Context: an optimization exercise on an open-source flow, tuned for small area, a short achievable clock period and few clock cycles per item. The choices shown serve that exercise and are no tape-out recipe.
RTL that was checked went through simulation tests only; none was proved equivalent to the original.
Only the layout flow was run in run 2; the RTL was not checked for function there.

==> flow/design.v <==
module aes_inv_cipher_ctrl (
  input  logic         clk,
  input  logic         rst,
  input  logic         in_valid,
  output logic         in_ready,
  input  logic [127:0] in_block,
  output logic [3:0]   rk_idx,
  input  logic [127:0] rk_data,
  output logic         out_valid,
  input  logic         out_ready,
  output logic [127:0] out_block,
  output logic         busy
);
  function automatic logic [3:0] g4_mul(input logic [3:0] a, input logic [3:0] b);
    logic [3:0] p;
    logic [6:0] t;
    t = ({3'b0,a} & {7{b[0]}}) ^ ({2'b0,a,1'b0} & {7{b[1]}}) ^ ({1'b0,a,2'b0} & {7{b[2]}}) ^ ({a,3'b0} & {7{b[3]}});
    p = {t[3] ^ t[6], t[2] ^ t[5] ^ t[6], t[1] ^ t[4] ^ t[5], t[0] ^ t[4]};
    g4_mul = p;
  endfunction
  function automatic logic [3:0] g4_inv(input logic [3:0] a);
    case (a)
      4'd0: g4_inv = 4'd0;
      4'd1: g4_inv = 4'd1;
      4'd2: g4_inv = 4'd9;
      4'd3: g4_inv = 4'd14;
      4'd4: g4_inv = 4'd13;
      4'd5: g4_inv = 4'd11;
      4'd6: g4_inv = 4'd7;
      4'd7: g4_inv = 4'd6;
      4'd8: g4_inv = 4'd15;
      4'd9: g4_inv = 4'd2;
      4'd10: g4_inv = 4'd12;
      4'd11: g4_inv = 4'd5;
      4'd12: g4_inv = 4'd10;
      4'd13: g4_inv = 4'd4;
      4'd14: g4_inv = 4'd3;
      4'd15: g4_inv = 4'd8;
      default: g4_inv = 4'd0;
    endcase
  endfunction
  function automatic logic [7:0] sb_b(input logic [11:0] u);
    logic [7:0] o;
    o = {g4_mul(u[11:8], u[3:0]), g4_mul(u[7:4], u[3:0])};
    sb_b = {o[1] ^ o[5], o[1] ^ o[2] ^ o[4] ^ o[6], o[1] ^ o[5] ^ o[7], o[2] ^ o[6] ^ o[7], o[2] ^ o[3], o[2] ^ o[3] ^ o[5] ^ o[7], o[4] ^ o[5] ^ o[6], o[0] ^ o[1] ^ o[5] ^ o[7]};
  endfunction
  function automatic logic [7:0] to_tower(input logic [7:0] x);
    to_tower = {x[1] ^ x[2] ^ x[6] ^ x[7], x[1] ^ x[2] ^ x[3] ^ x[4] ^ x[5] ^ x[7], ~(x[0] ^ x[4] ^ x[5] ^ x[6]), ~(x[1] ^ x[2] ^ x[7]), x[0] ^ x[1] ^ x[2] ^ x[4], x[1] ^ x[4] ^ x[5], ~(x[0] ^ x[1] ^ x[5]), ~(x[4] ^ x[5])};
  endfunction
  function automatic logic [11:0] sb_a2(input logic [7:0] t);
    logic [3:0] h, l, d;
    h = t[7:4]; l = t[3:0];
    d = {h[0] ^ h[1] ^ h[2], h[1] ^ h[2], h[0] ^ h[1], h[2] ^ h[3]} ^ g4_mul(h, l) ^ {l[3], l[1] ^ l[3], l[2], l[0] ^ l[2]};
    sb_a2 = {h, h ^ l, g4_inv(d)};
  endfunction
  function automatic logic [31:0] imc_to_tower(input logic [31:0] a);
    logic [31:0] o;
    o[0] = ~(a[1] ^ a[4] ^ a[5] ^ a[6] ^ a[9] ^ a[10] ^ a[11] ^ a[17] ^ a[19] ^ a[20] ^ a[22] ^ a[23] ^ a[25] ^ a[26] ^ a[28] ^ a[31]);
    o[1] = ~(a[0] ^ a[2] ^ a[3] ^ a[4] ^ a[7] ^ a[9] ^ a[10] ^ a[12] ^ a[13] ^ a[15] ^ a[16] ^ a[17] ^ a[18] ^ a[19] ^ a[21] ^ a[23] ^ a[24] ^ a[25] ^ a[26] ^ a[29] ^ a[31]);
    o[2] = a[0] ^ a[1] ^ a[4] ^ a[6] ^ a[8] ^ a[10] ^ a[11] ^ a[13] ^ a[14] ^ a[15] ^ a[19] ^ a[20] ^ a[21] ^ a[22] ^ a[26] ^ a[28] ^ a[29] ^ a[30] ^ a[31];
    o[3] = a[2] ^ a[3] ^ a[5] ^ a[7] ^ a[9] ^ a[10] ^ a[11] ^ a[12] ^ a[13] ^ a[14] ^ a[20] ^ a[21] ^ a[24] ^ a[26] ^ a[28] ^ a[29] ^ a[30] ^ a[31];
    o[4] = ~(a[1] ^ a[4] ^ a[8] ^ a[10] ^ a[12] ^ a[13] ^ a[14] ^ a[15] ^ a[16] ^ a[17] ^ a[18] ^ a[20] ^ a[22] ^ a[25] ^ a[26] ^ a[28] ^ a[29]);
    o[5] = ~(a[1] ^ a[3] ^ a[5] ^ a[8] ^ a[9] ^ a[10] ^ a[14] ^ a[16] ^ a[17] ^ a[21] ^ a[22] ^ a[24] ^ a[25] ^ a[26] ^ a[27] ^ a[28] ^ a[29] ^ a[30]);
    o[6] = a[0] ^ a[1] ^ a[2] ^ a[9] ^ a[10] ^ a[12] ^ a[14] ^ a[15] ^ a[17] ^ a[18] ^ a[21] ^ a[22] ^ a[24] ^ a[27];
    o[7] = a[1] ^ a[3] ^ a[5] ^ a[7] ^ a[8] ^ a[10] ^ a[11] ^ a[12] ^ a[16] ^ a[17] ^ a[18] ^ a[19] ^ a[23] ^ a[25] ^ a[26] ^ a[27] ^ a[28] ^ a[29] ^ a[30] ^ a[31];
    o[8] = ~(a[1] ^ a[2] ^ a[4] ^ a[7] ^ a[9] ^ a[12] ^ a[13] ^ a[14] ^ a[17] ^ a[18] ^ a[19] ^ a[25] ^ a[27] ^ a[28] ^ a[30] ^ a[31]);
    o[9] = ~(a[0] ^ a[1] ^ a[2] ^ a[5] ^ a[7] ^ a[8] ^ a[10] ^ a[11] ^ a[12] ^ a[15] ^ a[17] ^ a[18] ^ a[20] ^ a[21] ^ a[23] ^ a[24] ^ a[25] ^ a[26] ^ a[27] ^ a[29] ^ a[31]);
    o[10] = a[2] ^ a[4] ^ a[5] ^ a[6] ^ a[7] ^ a[8] ^ a[9] ^ a[12] ^ a[14] ^ a[16] ^ a[18] ^ a[19] ^ a[21] ^ a[22] ^ a[23] ^ a[27] ^ a[28] ^ a[29] ^ a[30];
    o[11] = a[0] ^ a[2] ^ a[4] ^ a[5] ^ a[6] ^ a[7] ^ a[10] ^ a[11] ^ a[13] ^ a[15] ^ a[17] ^ a[18] ^ a[19] ^ a[20] ^ a[21] ^ a[22] ^ a[28] ^ a[29];
    o[12] = ~(a[1] ^ a[2] ^ a[4] ^ a[5] ^ a[9] ^ a[12] ^ a[16] ^ a[18] ^ a[20] ^ a[21] ^ a[22] ^ a[23] ^ a[24] ^ a[25] ^ a[26] ^ a[28] ^ a[30]);
    o[13] = ~(a[0] ^ a[1] ^ a[2] ^ a[3] ^ a[4] ^ a[5] ^ a[6] ^ a[9] ^ a[11] ^ a[13] ^ a[16] ^ a[17] ^ a[18] ^ a[22] ^ a[24] ^ a[25] ^ a[29] ^ a[30]);
    o[14] = a[0] ^ a[3] ^ a[8] ^ a[9] ^ a[10] ^ a[17] ^ a[18] ^ a[20] ^ a[22] ^ a[23] ^ a[25] ^ a[26] ^ a[29] ^ a[30];
    o[15] = a[1] ^ a[2] ^ a[3] ^ a[4] ^ a[5] ^ a[6] ^ a[7] ^ a[9] ^ a[11] ^ a[13] ^ a[15] ^ a[16] ^ a[18] ^ a[19] ^ a[20] ^ a[24] ^ a[25] ^ a[26] ^ a[27] ^ a[31];
    o[16] = ~(a[1] ^ a[3] ^ a[4] ^ a[6] ^ a[7] ^ a[9] ^ a[10] ^ a[12] ^ a[15] ^ a[17] ^ a[20] ^ a[21] ^ a[22] ^ a[25] ^ a[26] ^ a[27]);
    o[17] = ~(a[0] ^ a[1] ^ a[2] ^ a[3] ^ a[5] ^ a[7] ^ a[8] ^ a[9] ^ a[10] ^ a[13] ^ a[15] ^ a[16] ^ a[18] ^ a[19] ^ a[20] ^ a[23] ^ a[25] ^ a[26] ^ a[28] ^ a[29] ^ a[31]);
    o[18] = a[3] ^ a[4] ^ a[5] ^ a[6] ^ a[10] ^ a[12] ^ a[13] ^ a[14] ^ a[15] ^ a[16] ^ a[17] ^ a[20] ^ a[22] ^ a[24] ^ a[26] ^ a[27] ^ a[29] ^ a[30] ^ a[31];
    o[19] = a[4] ^ a[5] ^ a[8] ^ a[10] ^ a[12] ^ a[13] ^ a[14] ^ a[15] ^ a[18] ^ a[19] ^ a[21] ^ a[23] ^ a[25] ^ a[26] ^ a[27] ^ a[28] ^ a[29] ^ a[30];
    o[20] = ~(a[0] ^ a[1] ^ a[2] ^ a[4] ^ a[6] ^ a[9] ^ a[10] ^ a[12] ^ a[13] ^ a[17] ^ a[20] ^ a[24] ^ a[26] ^ a[28] ^ a[29] ^ a[30] ^ a[31]);
    o[21] = ~(a[0] ^ a[1] ^ a[5] ^ a[6] ^ a[8] ^ a[9] ^ a[10] ^ a[11] ^ a[12] ^ a[13] ^ a[14] ^ a[17] ^ a[19] ^ a[21] ^ a[24] ^ a[25] ^ a[26] ^ a[30]);
    o[22] = a[1] ^ a[2] ^ a[5] ^ a[6] ^ a[8] ^ a[11] ^ a[16] ^ a[17] ^ a[18] ^ a[25] ^ a[26] ^ a[28] ^ a[30] ^ a[31];
    o[23] = a[0] ^ a[1] ^ a[2] ^ a[3] ^ a[7] ^ a[9] ^ a[10] ^ a[11] ^ a[12] ^ a[13] ^ a[14] ^ a[15] ^ a[17] ^ a[19] ^ a[21] ^ a[23] ^ a[24] ^ a[26] ^ a[27] ^ a[28];
    o[24] = ~(a[1] ^ a[2] ^ a[3] ^ a[9] ^ a[11] ^ a[12] ^ a[14] ^ a[15] ^ a[17] ^ a[18] ^ a[20] ^ a[23] ^ a[25] ^ a[28] ^ a[29] ^ a[30]);
    o[25] = ~(a[1] ^ a[2] ^ a[4] ^ a[5] ^ a[7] ^ a[8] ^ a[9] ^ a[10] ^ a[11] ^ a[13] ^ a[15] ^ a[16] ^ a[17] ^ a[18] ^ a[21] ^ a[23] ^ a[24] ^ a[26] ^ a[27] ^ a[28] ^ a[31]);
    o[26] = a[0] ^ a[2] ^ a[3] ^ a[5] ^ a[6] ^ a[7] ^ a[11] ^ a[12] ^ a[13] ^ a[14] ^ a[18] ^ a[20] ^ a[21] ^ a[22] ^ a[23] ^ a[24] ^ a[25] ^ a[28] ^ a[30];
    o[27] = a[1] ^ a[2] ^ a[3] ^ a[4] ^ a[5] ^ a[6] ^ a[12] ^ a[13] ^ a[16] ^ a[18] ^ a[20] ^ a[21] ^ a[22] ^ a[23] ^ a[26] ^ a[27] ^ a[29] ^ a[31];
    o[28] = ~(a[0] ^ a[2] ^ a[4] ^ a[5] ^ a[6] ^ a[7] ^ a[8] ^ a[9] ^ a[10] ^ a[12] ^ a[14] ^ a[17] ^ a[18] ^ a[20] ^ a[21] ^ a[25] ^ a[28]);
    o[29] = ~(a[0] ^ a[1] ^ a[2] ^ a[6] ^ a[8] ^ a[9] ^ a[13] ^ a[14] ^ a[16] ^ a[17] ^ a[18] ^ a[19] ^ a[20] ^ a[21] ^ a[22] ^ a[25] ^ a[27] ^ a[29]);
    o[30] = a[1] ^ a[2] ^ a[4] ^ a[6] ^ a[7] ^ a[9] ^ a[10] ^ a[13] ^ a[14] ^ a[16] ^ a[19] ^ a[24] ^ a[25] ^ a[26];
    o[31] = a[0] ^ a[2] ^ a[3] ^ a[4] ^ a[8] ^ a[9] ^ a[10] ^ a[11] ^ a[15] ^ a[17] ^ a[18] ^ a[19] ^ a[20] ^ a[21] ^ a[22] ^ a[23] ^ a[25] ^ a[27] ^ a[29] ^ a[31];
    imc_to_tower = o;
  endfunction
  function automatic logic [127:0] inv_shift_rows(input logic [127:0] s);
    logic [127:0] o;
    for (int c = 0; c < 4; c++)
      for (int r = 0; r < 4; r++)
        o[8*(r + 4*c) +: 8] = s[8*(r + 4*((c - r + 4) % 4)) +: 8];
    inv_shift_rows = o;
  endfunction
  logic [127:0] s_q, t_q;
  logic [191:0] u_q;
  logic         s_v, u_v, t_v;
  logic [3:0]   s_k, u_k, t_k;
  logic         t_w;         
  logic [3:0]   rk_q;
  logic         fin_q;       
  logic         rdy_q;       
  logic         busy_q;
  logic         stall, enter;
  logic [127:0] sr, t_src, t_d, s_d, imc_tt, t_tt;
  assign stall = fin_q && !out_ready;
  assign enter = in_valid && rdy_q;
  assign sr = inv_shift_rows(s_q);
  logic [191:0] u_n;
  always_comb begin
    for (int i = 0; i < 16; i++) begin
      u_n[12*i +: 12] = sb_a2(sr[8*i +: 8]);
      t_src[8*i +: 8] = sb_b(u_q[12*i +: 12]);
    end
  end
  assign t_d = (enter ? in_block : t_src) ^ rk_data;
  always_comb begin
    for (int c = 0; c < 4; c++) imc_tt[32*c +: 32] = imc_to_tower(t_q[32*c +: 32]);
    for (int i = 0; i < 16; i++) t_tt[8*i +: 8] = to_tower(t_q[8*i +: 8]);
  end
  assign s_d = t_w ? t_tt : imc_tt;
  always_ff @(posedge clk) begin
    if (!stall) begin
      s_q <= s_d;
      u_q <= u_n;
      t_q <= t_d;
    end
  end
  logic       s_v_n, u_v_n, t_v_n, t_w_n;
  logic [3:0] s_k_n, u_k_n, t_k_n;
  always_comb begin
    s_v_n = t_v && !fin_q;
    s_k_n = t_k;
    u_v_n = s_v;
    u_k_n = s_k;
    t_v_n = u_v || enter;
    t_k_n = enter ? 4'd10 : u_k - 4'd1;
    t_w_n = enter;
  end
  always_ff @(posedge clk or posedge rst) begin
    if (rst) begin
      s_v    <= 1'b0;
      u_v    <= 1'b0;
      t_v    <= 1'b0;
      s_k    <= '0;
      u_k    <= '0;
      t_k    <= '0;
      t_w    <= 1'b0;
      rk_q   <= 4'd10;
      fin_q  <= 1'b0;
      rdy_q  <= 1'b1;
      busy_q <= 1'b0;
    end else if (!stall) begin
      s_v    <= s_v_n;
      s_k    <= s_k_n;
      u_v    <= u_v_n;
      u_k    <= u_k_n;
      t_v    <= t_v_n;
      t_k    <= t_k_n;
      t_w    <= t_w_n;
      rk_q   <= s_v ? s_k - 4'd1 : 4'd10;
      fin_q  <= u_v && u_k == 4'd1;
      rdy_q  <= !u_v_n && !(u_v && u_k == 4'd1) &&
                !((s_v_n && s_k_n == 4'd10) || t_w_n);
      busy_q <= s_v_n || u_v_n || t_v_n;
    end
  end
  assign rk_idx    = rk_q;
  assign in_ready  = rdy_q;
  assign out_valid = fin_q;
  assign out_block = t_q;
  assign busy      = busy_q;
endmodule
==> flow/flow/run.sh <==
#!/bin/bash
# The standard ORFS layout (standard.sh) with these changes to how the
# layout is made; the constraints (constraint.sdc) are the standard flow's, unchanged:
#  - ports are buffered with buf_2 cells instead of the default buffer;
#  - if the detailed router leaves an antenna violation, the layout is made
#    again at a slightly lower utilisation in orfs_b/ and that one is used.
# Every tool's output goes to the logs under orfs*/logs and to flow_make*.log.
set -euo pipefail
W=$(pwd)
MARGIN=${MARGIN:-6.0}
KNOBS=(SETUP_SLACK_MARGIN=$MARGIN "BUFFER_PORTS_ARGS=-buffer_cell sky130_fd_sc_hd__buf_2")
BASE=results/$FLOW_PLATFORM/aes_inv_cipher_ctrl/base
ANT=reports/$FLOW_PLATFORM/aes_inv_cipher_ctrl/base/drt_antennas.log
bash standard.sh "${KNOBS[@]}" finish > flow_make.log 2>&1
if grep -q VIOLATED "orfs/$ANT"; then
  bash standard.sh WORK_HOME="$W/orfs_b" "${KNOBS[@]}" CORE_UTILIZATION=55 finish > flow_make_b.log 2>&1
  if ! grep -q VIOLATED "orfs_b/$ANT"; then
    : # left out here: write the final layout as DEF
  fi
fi
==> flow/standard.sh <==
#!/bin/bash
# synth_recipe.tcl (not shown) runs the flow's synth.tcl, then flattens the netlist and writes it again
# the make line also repeats each setting of config.mk as NAME=value (left out here)
make -C /OpenROAD-flow-scripts/flow DESIGN_CONFIG=/design/flow/config.mk WORK_HOME=/design/flow/orfs CLKGATE_MAP_FILE= SYNTH_SCRIPT=/design/flow/synth_recipe.tcl "${@:-finish}"
==> flow/config.mk <==
export PLATFORM = sky130hd
export DESIGN_NAME = aes_inv_cipher_ctrl
export DESIGN_NICKNAME = aes_inv_cipher_ctrl
export VERILOG_FILES = /design/flow/design.v
export SDC_FILE = /design/flow/constraint.sdc
export NUM_CORES = 4
export LEC_CHECK = 0
export CAP_MARGIN = 20
export CORE_MARGIN = 2
export CORE_UTILIZATION = 70
export SLEW_MARGIN = 20
==> flow/constraint.sdc <==
create_clock -name core_clock -period 9.0 [get_ports {clk}]
set_input_delay 1.8000 -clock core_clock [delete_from_list [all_inputs] [get_ports {clk}]]
set_output_delay 1.8000 -clock core_clock [all_outputs]
set_load 0.01 [all_outputs]
==> results of run 1 <==
[area by class of cell]
cell class                      instances  area [um2]
Fill cell                            4457       13500
Sequential cell                       471       14000
Timing Repair inverter                  2        32.5
Timing Repair Buffer                  580        3550
Antenna cell                            2        5.00
Inverter                               50         214
Clock inverter                         33         332
Multi-Input combinational cell       4065       31300
Clock buffer                           67        1460
Tap cell                              864        1080
[registers in the layout (all words and copies together) (netlist names)]
| name | count |
|---|---|
| busy_q | 1 |
| fin_q | 1 |
| rdy_q | 1 |
| rk_q | 4 |
| s_k | 4 |
| s_q | 128 |
| s_v | 1 |
| t_k | 4 |
| t_q | 128 |
| t_v | 1 |
| t_w | 1 |
| u_k | 4 |
| u_q | 192 |
| u_v | 1 |
[worst paths after layout]
path	startpoint	slack, ns	depth (start not counted)	endpoint
worst max-delay path	t_q[41]	5.86	1	out_block[41]
worst min register to register	rk_q[1]	0.51	2	rk_q[1]
min in group asynchronous	rst	1.37	2	t_w
max in group asynchronous	rst	7.00	2	t_w
worst min-delay path	rk_q[1]	0.51	2	rk_q[1]
worst max register to register	u_q[122]	6.04	8	t_q[80]
[cells in the mapped netlist, types with 4 or more instances]
library cell,count,area share [%]
sky130_fd_sc_hd__xnor2_1,1614,31
sky130_fd_sc_hd__nand2_1,753,6.1
sky130_fd_sc_hd__xor2_1,605,11
sky130_fd_sc_hd__edfxtp_1,448,29
sky130_fd_sc_hd__nor2_1,220,1.8
sky130_fd_sc_hd__a21oi_1,201,2.2
sky130_fd_sc_hd__ha_1,179,4.8
sky130_fd_sc_hd__o21ai_0,145,1.6
sky130_fd_sc_hd__clkbuf_1,141,1.1
sky130_fd_sc_hd__buf_2,103,1.1
sky130_fd_sc_hd__nor2b_1,67,0.91
sky130_fd_sc_hd__xnor3_1,56,2.7
sky130_fd_sc_hd__inv_1,49,0.40
sky130_fd_sc_hd__mux2i_1,28,0.61
sky130_fd_sc_hd__mux2_2,24,0.58
sky130_fd_sc_hd__nand2b_1,24,0.32
sky130_fd_sc_hd__dfrtp_1,20,1.1
sky130_fd_sc_hd__a31oi_1,14,0.19
sky130_fd_sc_hd__o311ai_0,12,0.23
sky130_fd_sc_hd__a22oi_1,11,0.18
sky130_fd_sc_hd__nor3_1,11,0.12
sky130_fd_sc_hd__nor3b_1,11,0.18
sky130_fd_sc_hd__xnor2_2,10,0.35
sky130_fd_sc_hd__a211o_1,8,0.15
sky130_fd_sc_hd__buf_1,7,0.057
sky130_fd_sc_hd__nand3_1,6,0.065
sky130_fd_sc_hd__xnor3_2,6,0.31
sky130_fd_sc_hd__and2_1,5,0.068
sky130_fd_sc_hd__buf_4,5,0.081
sky130_fd_sc_hd__o21ai_1,5,0.054
sky130_fd_sc_hd__xor2_2,5,0.18
sky130_fd_sc_hd__xor3_1,5,0.26
sky130_fd_sc_hd__a211oi_1,4,0.065
sky130_fd_sc_hd__nor4bb_1,4,0.087
[logic make-up after synthesis]
group | share of synthesized area, %
XOR/XNOR | 46.0
AND/OR/NAND/NOR | 9.78
flip-flops | 30.4
AO/OA/AOI/OAI | 4.93
buffers and inverters | 2.85
adder cells (fa/ha/maj) | 4.85
multiplexers | 1.24
[what timing repair did]
item,CTS,global route
gates resized for setup,32,56
setup buffers,136,39
pin swaps,1,8
gates cloned,2,3
endpoints found under the setup margin,501,278
endpoints found under the hold margin,0,0
[metal layers]
layer  vias up  wire length [um]
li1      16300                 -
met1     16300             49100
met2      1381             57300
met3       336              9130
met4         2              6090
met5         -                13
[per-stage QoR]
| step | instance area, um2 | hold slack [ns] | instances |
|---|---|---|---|
| after floorplan | 46300 | 0.457 | 4841 |
| after global placement | 48300 | 0.490 | 5852 |
| after detailed placement | 48300 | 0.488 | 5852 |
| after CTS | 51300 | 0.505 | 6090 |
| after global routing | 52000 | 0.541 | 6133 |
| final | 52000 | 0.508 | 6134 |
==> summary.md, run 1 <==
| Metric | Value |
|---|---|
| Run status | `timing/DRC/antenna clean` |
| Number of rows in the core area | `94` |
| Clock Tree Buf Depth | `3` |
| Reported max-cap violation count | `0` |
| Peak-usage layer in the global routing report | `met2` |
| Number of clock sinks | `between 400 and 500` |
| All-layer global routing usage | `about 34%` |
| Post-placement setup slack | `approximately 4.2 ns` |
| Setup repair after global routing missed its margin | `true` |
| Slowest cell on the critical path | `sky130_fd_sc_hd__edfxtp_1` |
| DRC errors left | `0` |
| Final core utilization | `approximately 80%` |
| Number of H-tree branching levels | `2` |
| Number of enable flip-flop cells after synthesis | `about 450` |
| Post-synthesis sequential element count | `between 400 and 500` |
| Min cycle time layout | `3.14 ns` |
| Clock tree from TritonCTS | `yes` |
| Hold WC Path Type | `flip-flop to flip-flop` |
| Most frequent standard cell in the layout excluding fill and tap cells | `sky130_fd_sc_hd__xnor2_1` |
| Arrival time at the worst endpoint | `1.34 ns` |
| Initial antenna violation count | `2` |
| Floorplan die area | `68100 um2` |
| Placed wire-length estimate after detailed placement | `around 86000 um` |
| Final routed wire length divided by cell count | `between 15 and 20 um` |
| Vias in the first global route | `about 33000` |
| Final worst setup slack | `5.86 ns` |
| Core Area | `between 60000 and 70000 um2` |
| Number of nets in the final layout | `~5700` |
| Total number of yosys warnings | `1` |
| CP Launch Type | `flip-flop` |
| Met3 Usage GRT | `under 10%` |
| Routed vias | `about 34000` |
| Antenna-violating nets left | `0` |
| CP Max Fanout | `2` |
| Clock Latency Late Sink | `approximately 0.63 ns` |
| Commonest non-fill, non-tap cells in the layout | `1571 x sky130_fd_sc_hd__xnor2_1, 752 x sky130_fd_sc_hd__nand2_1, 598 x sky130_fd_sc_hd__xor2_1` |
| Layout cell share with drive strength beyond 1 | `14.8%` |
| Post-Syn Instances | `between 4000 and 5000` |
| Die Width | `around 260 um` |
| Pin count of the biggest net entering global routing | `between 200 and 250` |
| M1 GR Usage | `around 44%` |
| Detailed-route vias per instance | `~5.6` |
| GRT Residual Overflow | `0` |
| Number of clock buffers inserted by TritonCTS | `between 50 and 60` |
| Highest attainable clock frequency | `318 MHz` |
| Clock input transition at the sequential cells of the worst setup and hold paths | `0.06 ns` |
| Fraction of the yosys area taken by sequential cells | `~30%` |
| Count of pins on the block boundary | `a little under 400` |
| Highest cell delay on the worst timing path | `a little over 0.5 ns` |
| Die height | `~260 um` |
| Avg Synthesized Cell Area | `approximately 9.5 um2` |
| Port Buffers | `between 300 and 400` |
| Weighted congestion at the end of routability-driven global placement | `between 0.9 and 1` |
| Cell family with the largest share of critical-path delay | `flip-flops` |
| Worst-case headroom to the max-slew limit | `about a quarter` |
| Router iterations before antenna repair | `6` |
| Initial standard-cell utilization of the core | `a little over 70%` |
| Synth cell types | `55` |
| Area delta synth->final | `12.6%` |
| Iteration-0 DRC count of the detailed router | `between 3000 and 4000` |
| Category of the worst setup path capture point | `output port` |
| Root buf cell | `sky130_fd_sc_hd__clkbuf_16` |
| Cell area after synthesis | `approximately 46000 um2` |
| Synthesized netlist net count | `between 5000 and 6000` |
| Portion of the clock cycle consumed by the worst path in the final layout | `34.9%` |
| Setup clock skew after layout | `between 0.02 and 0.025 ns` |
| Primary FF master, synth | `sky130_fd_sc_hd__edfxtp_1` |
| Slew Limit Fails | `0` |
| Actual transition at the worst max-transition pin | `1.12 ns` |
| First-pass GRT wire length | `between 150000 and 200000 um` |
| CP cell instances | `buf_2` |
| Hold-fix buffers at CTS | `0` |
| Total Wirelength | `approximately 120000 um` |
| Final-report hold violation count | `0` |
| CP Data Required Time | `7.20 ns` |
| Fraction of registers with async set/reset | `between 4 and 5%` |
| WP buf/inv | `1` |
| Finish-stage setup viols | `0` |
| Type of the worst setup path | `flip-flop to output port` |
| Summed negative setup slack over all endpoints | `0 ns` |
| Met2 track demand over resource in global routing | `between 50% and 60%` |
Testbench counts, summed over its fixed seeds: cycles 8,504, items 768.
==> inputs of run 2 (changes only) <==
--- a/flow/design.v
+++ b/flow/design.v
@@ -39,9 +39,10 @@
       default: g4_inv = 4'd0;
     endcase
   endfunction
-  function automatic logic [7:0] sb_b(input logic [11:0] u);
-    logic [7:0] o;
-    o = {g4_mul(u[11:8], u[3:0]), g4_mul(u[7:4], u[3:0])};
+  function automatic logic [7:0] sb_m(input logic [11:0] u);
+    sb_m = {g4_mul(u[11:8], u[3:0]), g4_mul(u[7:4], u[3:0])};
+  endfunction
+  function automatic logic [7:0] sb_b(input logic [7:0] o);
     sb_b = {o[1] ^ o[5], o[1] ^ o[2] ^ o[4] ^ o[6], o[1] ^ o[5] ^ o[7], o[2] ^ o[6] ^ o[7], o[2] ^ o[3], o[2] ^ o[3] ^ o[5] ^ o[7], o[4] ^ o[5] ^ o[6], o[0] ^ o[1] ^ o[5] ^ o[7]};
   endfunction
   function automatic logic [7:0] to_tower(input logic [7:0] x);
@@ -97,7 +98,7 @@
     inv_shift_rows = o;
   endfunction
   logic [127:0] s_q, t_q;
-  logic [191:0] u_q;
+  logic [127:0] u_q;
   logic         s_v, u_v, t_v;
   logic [3:0]   s_k, u_k, t_k;
   logic         t_w;         
@@ -110,11 +111,11 @@
   assign stall = fin_q && !out_ready;
   assign enter = in_valid && rdy_q;
   assign sr = inv_shift_rows(s_q);
-  logic [191:0] u_n;
+  logic [127:0] u_n;
   always_comb begin
     for (int i = 0; i < 16; i++) begin
-      u_n[12*i +: 12] = sb_a2(sr[8*i +: 8]);
-      t_src[8*i +: 8] = sb_b(u_q[12*i +: 12]);
+      u_n[8*i +: 8]   = sb_m(sb_a2(sr[8*i +: 8]));
+      t_src[8*i +: 8] = sb_b(u_q[8*i +: 8]);
     end
   end
   assign t_d = (enter ? in_block : t_src) ^ rk_data;
==> run 2 against run 1 <==
Compared with the run above: the flow now stops in 5_1_grt; synthesized cell count decreased by 3.1%; synthesized area shrank 4.0%.
==> summary.md, run 2 <==
| Metric | Value |
|---|---|
| Initial standard-cell utilization of the core | `70.6% (about the same)` |
| Post-synthesis sequential element count | `407 (-14%)` |
| Initial antenna violation count | `27` |
| Portion of synthesized cell area occupied by the leading cell type | `29.5% (-1.1 points)` |
| GRT Residual Overflow | `716` |
| Port Buffers | `394 (unchanged)` |
| Stopped at | `5_1_grt` |
| Weighted congestion at the end of routability-driven global placement | `0.998 (+2.0%)` |
| Total number of yosys warnings | `1 (unchanged)` |
| Die height | `256 um (-2.0%)` |
| Number of H-tree branching levels | `2 (unchanged)` |
| Error message | `[ERROR GRT-0232] Routing congestion too high. Check the congestion heatmap in the GUI.` |
| Category of the worst endpoint | `register input` |
| Synthesized netlist net count | `5083 (-3.7%)` |
| Run status | `stopped before the end` |
| Fraction of registers with async set/reset | `5.65% (+0.77 points)` |
| Primary FF master, synth | `sky130_fd_sc_hd__edfxtp_1` |
| Avg Synthesized Cell Area | `9.45 um2 (-0.97%)` |
| Placed cell count | `5683 (-2.9%)` |
| Fraction of the yosys area taken by sequential cells | `27.3% (-3.1 points)` |
| Number of clock sinks | `407 (-14%)` |
| Placed wire-length estimate after detailed placement | `83900 um (-2.4%)` |
| Worst-path endpoint after global-route repair_timing | `u_q[17]$_DFFE_PN_/D` |
| Clock Tree Buf Depth | `3 (unchanged)` |
| Cell types with the largest area share after synthesis | `sky130_fd_sc_hd__xnor2_1 29%, sky130_fd_sc_hd__edfxtp_1 26%, sky130_fd_sc_hd__xor2_1 12%, sky130_fd_sc_hd__nand2_1 5.2%, sky130_fd_sc_hd__ha_1 3.7%` |
| Die Width | `256 um (-2.0%)` |
| Pin count of the biggest net entering global routing | `90` |
| Hold-fix buffers at CTS | `0 (unchanged)` |
| Post-Syn Instances | `4692 (-3.1%)` |
| All-layer global routing usage | `86.8%` |
| Count of pins on the block boundary | `395 (unchanged)` |
| Synth cell types | `60 (+9.1%)` |
| Root buf cell | `sky130_fd_sc_hd__clkbuf_16` |
| Number of clock buffers inserted by TritonCTS | `49 (-9.3%)` |
| Synth area leader | `sky130_fd_sc_hd__xnor2_1` |
| Leading post-synthesis cells by instance count | `1492 x sky130_fd_sc_hd__xnor2_1, 612 x sky130_fd_sc_hd__nand2_1, 595 x sky130_fd_sc_hd__xor2_1, 384 x sky130_fd_sc_hd__edfxtp_1, 199 x sky130_fd_sc_hd__nor2_1` |
| Number of enable flip-flop cells after synthesis | `384 (-14%)` |
| Cell area after synthesis | `44400 um2 (-4.0%)` |
| Most repeated cell in the gate-level netlist after synthesis | `sky130_fd_sc_hd__xnor2_1` |
| Number of rows in the core area | `92 (-2.1%)` |
[run 2: cell count changes after synthesis, moves of 48 or more]
cell	change
sky130_fd_sc_hd__ha_1	-48
sky130_fd_sc_hd__xnor2_1	-122
sky130_fd_sc_hd__nand2_1	-141
sky130_fd_sc_hd__buf_2	-48
sky130_fd_sc_hd__edfxtp_1	-64
sky130_fd_sc_hd__mux2i_1	+99
[run 2: stage by stage]
stage | util (%) | worst slack [ns] | hold WS [ns] | area, um2
3_5_place_dp | 74.4 | 4.94 | 0.470 | 46800
4_1_cts | 88.5 | 5.72 | 0.482 | 55600
2_1_floorplan | - | 5.58 | 0.459 | 44800
3_3_place_gp | 74.4 | 5.04 | 0.469 | 46800
[run 2: timing repair]
item,4_1_cts
gates resized for setup,592
setup buffers,531
cloned,18
setup endpoints to repair,620
pin swaps,327
[run 2: worst min-delay path by stage]
| stage | cells past startpoint | end | start | slack, ns |
|---|---|---|---|---|
| CTS | 2 | rk_q[0] | rk_q[0] | 0.48 |
| detailed placement | 2 | rk_q[0] | rk_q[0] | 0.47 |
| global placement | 2 | rk_q[0] | rk_q[0] | 0.47 |
| floorplan | 2 | s_k[2] | t_k[2] | 0.46 |
[run 2: routing by layer]
layer	global-route usage, %	overflow
met3	74.4	19
met5	40.9	1
met2	100	375
met1	84.2	9
met4	94.8	312
[run 2: kinds of logic after synthesis]
logic type,synth area share (%)
xor+xnor,45.6
simple gates,9.79
compound gates,5.27
flops,27.3
buf+inv,3.17
mux,5.15
fa+ha+maj,3.70
==> inputs of run 3 (changes only) <==
--- a/flow/design.v
+++ b/flow/design.v
@@ -39,10 +39,9 @@
       default: g4_inv = 4'd0;
     endcase
   endfunction
-  function automatic logic [7:0] sb_m(input logic [11:0] u);
-    sb_m = {g4_mul(u[11:8], u[3:0]), g4_mul(u[7:4], u[3:0])};
-  endfunction
-  function automatic logic [7:0] sb_b(input logic [7:0] o);
+  function automatic logic [7:0] sb_b(input logic [11:0] u);
+    logic [7:0] o;
+    o = {g4_mul(u[11:8], u[3:0]), g4_mul(u[7:4], u[3:0])};
     sb_b = {o[1] ^ o[5], o[1] ^ o[2] ^ o[4] ^ o[6], o[1] ^ o[5] ^ o[7], o[2] ^ o[6] ^ o[7], o[2] ^ o[3], o[2] ^ o[3] ^ o[5] ^ o[7], o[4] ^ o[5] ^ o[6], o[0] ^ o[1] ^ o[5] ^ o[7]};
   endfunction
   function automatic logic [7:0] to_tower(input logic [7:0] x);
@@ -98,7 +97,7 @@
     inv_shift_rows = o;
   endfunction
   logic [127:0] s_q, t_q;
-  logic [127:0] u_q;
+  logic [191:0] u_q;
   logic         s_v, u_v, t_v;
   logic [3:0]   s_k, u_k, t_k;
   logic         t_w;         
@@ -111,11 +110,11 @@
   assign stall = fin_q && !out_ready;
   assign enter = in_valid && rdy_q;
   assign sr = inv_shift_rows(s_q);
-  logic [127:0] u_n;
+  logic [191:0] u_n;
   always_comb begin
     for (int i = 0; i < 16; i++) begin
-      u_n[8*i +: 8]   = sb_m(sb_a2(sr[8*i +: 8]));
-      t_src[8*i +: 8] = sb_b(u_q[8*i +: 8]);
+      u_n[12*i +: 12] = sb_a2(sr[8*i +: 8]);
+      t_src[8*i +: 8] = sb_b(u_q[12*i +: 12]);
     end
   end
   assign t_d = (enter ? in_block : t_src) ^ rk_data;
==> flow/flow/run.sh (replaced) <==
#!/bin/bash
# The standard ORFS layout (standard.sh) with these changes to how the
# layout is made; the constraints (constraint.sdc) are the standard flow's, unchanged:
#  - synthesis is synth_recipe.tcl unchanged except that ABC maps the logic
#    with flow/abc.script (delay-aware mapping with area recovery) instead of
#    ORFS's abc_speed.script; ABC does not touch the registers;
#  - ports are buffered with buf_4 cells instead of the default buffer;
#  - if the detailed router leaves an antenna violation, the layout is made
#    again at a slightly lower utilisation in orfs_b/ and that one is used.
# Every tool's output goes to the logs under orfs*/logs and to flow_make*.log.
set -euo pipefail
W=$(pwd)
MARGIN=${MARGIN:-5.9}
sed "s|^source \$::env(SCRIPTS_DIR)/synth_preamble.tcl\$|&\nlset abc_args 1 $W/flow/abc.script|" \
  "$FLOW_HOME/scripts/synth.tcl" > "$W/synth_body.tcl"
grep -q "lset abc_args 1" "$W/synth_body.tcl"
sed "s|^source \$::env(SCRIPTS_DIR)/synth.tcl\$|source $W/synth_body.tcl|" synth_recipe.tcl > "$W/own_synth.tcl"
grep -q "synth_body.tcl" "$W/own_synth.tcl"
KNOBS=(SYNTH_SCRIPT="$W/own_synth.tcl" SETUP_SLACK_MARGIN=$MARGIN "BUFFER_PORTS_ARGS=-buffer_cell sky130_fd_sc_hd__buf_4")
BASE=results/$FLOW_PLATFORM/aes_inv_cipher_ctrl/base
ANT=reports/$FLOW_PLATFORM/aes_inv_cipher_ctrl/base/drt_antennas.log
bash standard.sh "${KNOBS[@]}" finish > flow_make.log 2>&1
if grep -q VIOLATED "orfs/$ANT"; then
  bash standard.sh WORK_HOME="$W/orfs_b" "${KNOBS[@]}" CORE_UTILIZATION=55 finish > flow_make_b.log 2>&1
  if ! grep -q VIOLATED "orfs_b/$ANT"; then
    : # left out here: write the final layout as DEF
  fi
fi
==> flow/flow/abc.script (new file) <==
&get -n
&st
&dch
&nf -R 1000
&put
topo
--- a/flow/config.mk
+++ b/flow/config.mk
@@ -7,5 +7,5 @@
 export LEC_CHECK = 0
 export CAP_MARGIN = 20
 export CORE_MARGIN = 2
-export CORE_UTILIZATION = 70
+export CORE_UTILIZATION = 60
 export SLEW_MARGIN = 20
==> run 3 against run 2 <==
Compared with the run above: the run now finishes clean; synthesized area is 6.5% higher; synthesized cell count is 6.8% higher.
==> summary.md, run 3 <==
| Metric | Value |
|---|---|
| Run status | `timing/DRC/antenna clean` |
| Detailed-route vias per instance | `around 5.3` |
| GRT Residual Overflow | `0` |
| Area delta synth->final | `17.6%` |
| Final routed wire length divided by cell count | `around 19 um` |
| Weighted congestion at the end of routability-driven global placement | `0.942 (-5.7%)` |
| Fin cells | `approximately 6800` |
| Final-report hold violation count | `0` |
| Router iterations before antenna repair | `6` |
| Vias in the first global route | `around 35000` |
| Number of nets in the final layout | `a little over 6000` |
| Finish-stage setup viols | `0` |
| Antenna-violating nets left | `0` |
| Number of diodes | `0` |
| Pin count of the biggest net entering global routing | `between 100 and 150` |
| Highest cell delay on the worst timing path | `0.53 ns` |
| DRC errors left | `0` |
| Most frequent standard cell in the layout excluding fill and tap cells | `sky130_fd_sc_hd__xnor2_1` |
| Total Wirelength | `about 130000 um` |
| Most repeated cell in the gate-level netlist after synthesis | `sky130_fd_sc_hd__xnor2_1` |
| Reported max-cap violation count | `0` |
| Largest register by flop count | `u_q` |
| Endpoint of the worst setup timing path | `out_block[56]` |
| Routed vias | `between 30000 and 40000` |
| Fraction of the yosys area taken by sequential cells | `29.7% (+2.4 points)` |
| Initial antenna violation count | `0` |
| Clock tree from TritonCTS | `yes` |
| WP depth | `1` |
| Actual transition at the worst max-transition pin | `~1.1 ns` |
| Avg Synthesized Cell Area | `9.42 um2 (-0.33%)` |
| Layout cell share with drive strength beyond 1 | `around 13%` |
| CP Launch Type | `flip-flop` |
| CP Data Required Time | `between 7 and 8 ns` |
| Portion of synthesized cell area occupied by the leading cell type | `34.5% (+5.0 points)` |
| Portion of the clock cycle consumed by the worst path in the final layout | `between 30% and 40%` |
| Final core utilization | `a little under three quarters` |
| Cell area after synthesis | `47200 um2 (+6.5%)` |
| Commonest non-fill, non-tap cells in the layout | `1840 x sky130_fd_sc_hd__xnor2_1, 863 x sky130_fd_sc_hd__nand2_1, 799 x sky130_fd_sc_hd__xor2_1` |
| Reg-to-reg slack, setup | `approximately 6 ns` |
| Setup repair after global routing missed its margin | `true` |
| Summed negative setup slack over all endpoints | `0 ns` |
| Iteration-0 DRC count of the detailed router | `about 2500` |
| Critical Path Start | `t_q[56]` |
| Slowest cell on the critical path | `sky130_fd_sc_hd__edfxtp_1` |
| Die height | `285 um (+11%)` |
| Worst-case headroom to the max-slew limit | `about 29%` |
| Fraction of registers with async set/reset | `4.88% (-0.77 points)` |
| Port Buffers | `394 (unchanged)` |
| Synth cell types | `33 (-45%)` |
| Placed cell count | `6483 (+14%)` |
| Die Width | `285 um (+11%)` |
| Cell family with the largest share of critical-path delay | `flip-flops` |
| Number of clock buffers inserted by TritonCTS | `56 (+14%)` |
| Number of rows in the core area | `102 (+11%)` |
| Cell types with the largest area share after synthesis | `sky130_fd_sc_hd__xnor2_1 34%, sky130_fd_sc_hd__edfxtp_1 28%, sky130_fd_sc_hd__xor2_1 15%, sky130_fd_sc_hd__nand2_1 6.9%, sky130_fd_sc_hd__ha_1 4.7%` |
| Number of clock sinks | `471 (+16%)` |
| WP buf/inv | `1` |
| Clock Latency Late Sink | `~0.63 ns` |
| Min cycle time layout | `about 3.2 ns` |
| Hold WC Path Type | `flip-flop to flip-flop` |
| Number of enable flip-flop cells after synthesis | `448 (+17%)` |
| Largest registers | `u_q: 192 flops, s_q: 128 flops, t_q: 128 flops` |
| Category of the worst setup path capture point | `output port` |
| Slew Limit Fails | `0` |
| Type of the worst setup path | `flip-flop to output port` |
| Primary FF master, synth | `sky130_fd_sc_hd__edfxtp_1` |
| Cell depth of the worst flop-to-flop path | `7` |
| Beginning of the worst register-to-register path | `t_q[66]` |
| Post-Syn Instances | `5012 (+6.8%)` |
| Arrival time at the worst endpoint | `around 1.4 ns` |
| Number of flip-flops in the largest register | `192` |
| Total number of yosys warnings | `1 (unchanged)` |
| Root buf cell | `sky130_fd_sc_hd__clkbuf_16` |
| All-layer global routing usage | `between 30 and 40%` |
| Post-synthesis sequential element count | `471 (+16%)` |
| Clock input transition at the sequential cells of the worst setup and hold paths | `around 0.06 ns` |
| Count of pins on the block boundary | `395 (unchanged)` |
| Synthesized netlist net count | `5451 (+7.2%)` |
| Placed wire-length estimate after detailed placement | `89300 um (+6.4%)` |
| Leading post-synthesis cells by instance count | `1860 x sky130_fd_sc_hd__xnor2_1, 865 x sky130_fd_sc_hd__nand2_1, 813 x sky130_fd_sc_hd__xor2_1, 448 x sky130_fd_sc_hd__edfxtp_1, 232 x sky130_fd_sc_hd__o21ai_0` |
| Hold-fix buffers at CTS | `0 (unchanged)` |
| Worst-case hold slack | `around 0.51 ns` |
| Setup clock skew after layout | `between 0.03 and 0.04 ns` |
| Highest attainable clock frequency | `about 320 MHz` |
| First-pass GRT wire length | `approximately 200000 um` |
| Number of H-tree branching levels | `2 (unchanged)` |
| CP cell instances | `buf_6` |
| Synth area leader | `sky130_fd_sc_hd__xnor2_1` |
| Core Area | `~78000 um2` |
| CP Max Fanout | `2` |
| Initial standard-cell utilization of the core | `60.8% (-9.8 points)` |
| Floorplan die area | `just over 80000 um2` |
| Clock Tree Buf Depth | `3 (unchanged)` |
| Destination of the worst register-to-register timing path | `s_q[84]` |
[run 3: cell count changes after synthesis, moves of 87 or more]
cell                       change
sky130_fd_sc_hd__clkbuf_1    -171
sky130_fd_sc_hd__mux2i_1     -107
sky130_fd_sc_hd__nand2_1     +253
sky130_fd_sc_hd__nor2b_1      -87
sky130_fd_sc_hd__xnor2_1     +368
sky130_fd_sc_hd__xor2_1      +218
[run 3: kinds of logic (layout without fill, tap and decap cells)]
group                      Yosys count  count (layout)  synth area share [%]
AOI/OAI and AO/OA                  504             504                  5.83
DFF                                471             471                  29.7
buffers and inverters               45             749                 0.358
adders and majority gates          179             179                  4.74
xor gates and xnor gates          2680            2680                  49.9
and+or+nand+nor                   1110            1110                  8.96
muxes                               23              23                 0.495
[run 3: what timing repair did]
item / 4_1_cts / 5_1_grt
endpoints found under the setup margin: 359 / 171
resized for setup: 80 / 31
cloned: 2 / 0
endpoints found under the hold margin: 0 / 0
buffers inserted: 151 / 16
pin swaps: 0 / 4
[run 3: per-layer routing]
layer / wire length (um) / up-vias / track usage, %
li1: - / 17600 / -
met1: 54600 / 17200 / 40.2
met2: 61300 / 960 / 52.6
met3: 6530 / 240 / 3.61
met4: 4370 / 0 / 10.3
met5: 0 / - / 0
[run 3: how the worst min path moves through the flow]
stage	from	end	cells past startpoint
6_report	rk_q[1]	rk_q[1]	2
5_1_grt	t_v	t_v	1
4_1_cts	rk_q[1]	rk_q[1]	2
3_5_place_dp	rk_q[1]	rk_q[1]	2
3_3_place_gp	rk_q[1]	rk_q[1]	2
2_1_floorplan	s_v	rk_q[1]	1
[run 3: final cells by class]
type | count | area, um2
tap | 1040 | 1300
inverter | 45 | 195
clock inverter | 25 | 231
sequential | 471 | 14000
timing repair inverter | 2 | 32.5
fill | 6139 | 22200
clock buffer | 79 | 1600
timing repair buffer | 598 | 4810
multi-input combinational | 4496 | 33300
[run 3: per-stage QoR]
step | setup slack [ns] | cell area [um2]
floorplan | 5.32 | 47300
global placement | 4.23 | 51800
detailed placement | 4.18 | 51800
CTS | 5.82 | 55200
global route | 5.82 | 55500
finish | 5.85 | 55500
Testbench counts of run 3, summed over its fixed seeds: cycles 8,504, items 768.

## port drivers added, routing unchanged
In the flow no input, the clock included, has a driving cell. The finished layouts below were timed again as built, in two steps.
Step 1: set_driving_cell puts a clkbuf_16 on clk and a buf_2 on each other input, an assumption about the parent block.
Step 2 adds t to the input delays and takes it off the output delays; t is the mean of the earliest and latest rising clock arrival at the registers after step 1. Input paths then give back, and output paths get back, about the clock's delay inside the block.
Slacks: no drivers / after step 1 / after step 2; pairs: no drivers / after step 1.
| run | t, ns | setup WS [ns] | latest minus earliest clock arrival (ns) | worst slew at a driven data input, ns | pins driven straight from the clock port |
|---|---|---|---|---|---|
| run 1 | 0.688 | 5.859 / 5.790 / 5.327 | 0.022 / 0.023 | 0.09 | 1 |
| run 3 | 0.686 | 5.847 / 5.777 / 5.374 | 0.032 / 0.033 | 0.12 | 1 |
After both steps every run listed still meets setup and hold. For run 1, which loses most, drivers alone change the setup slack by -0.069 ns; drivers and shift together by -0.532 ns.
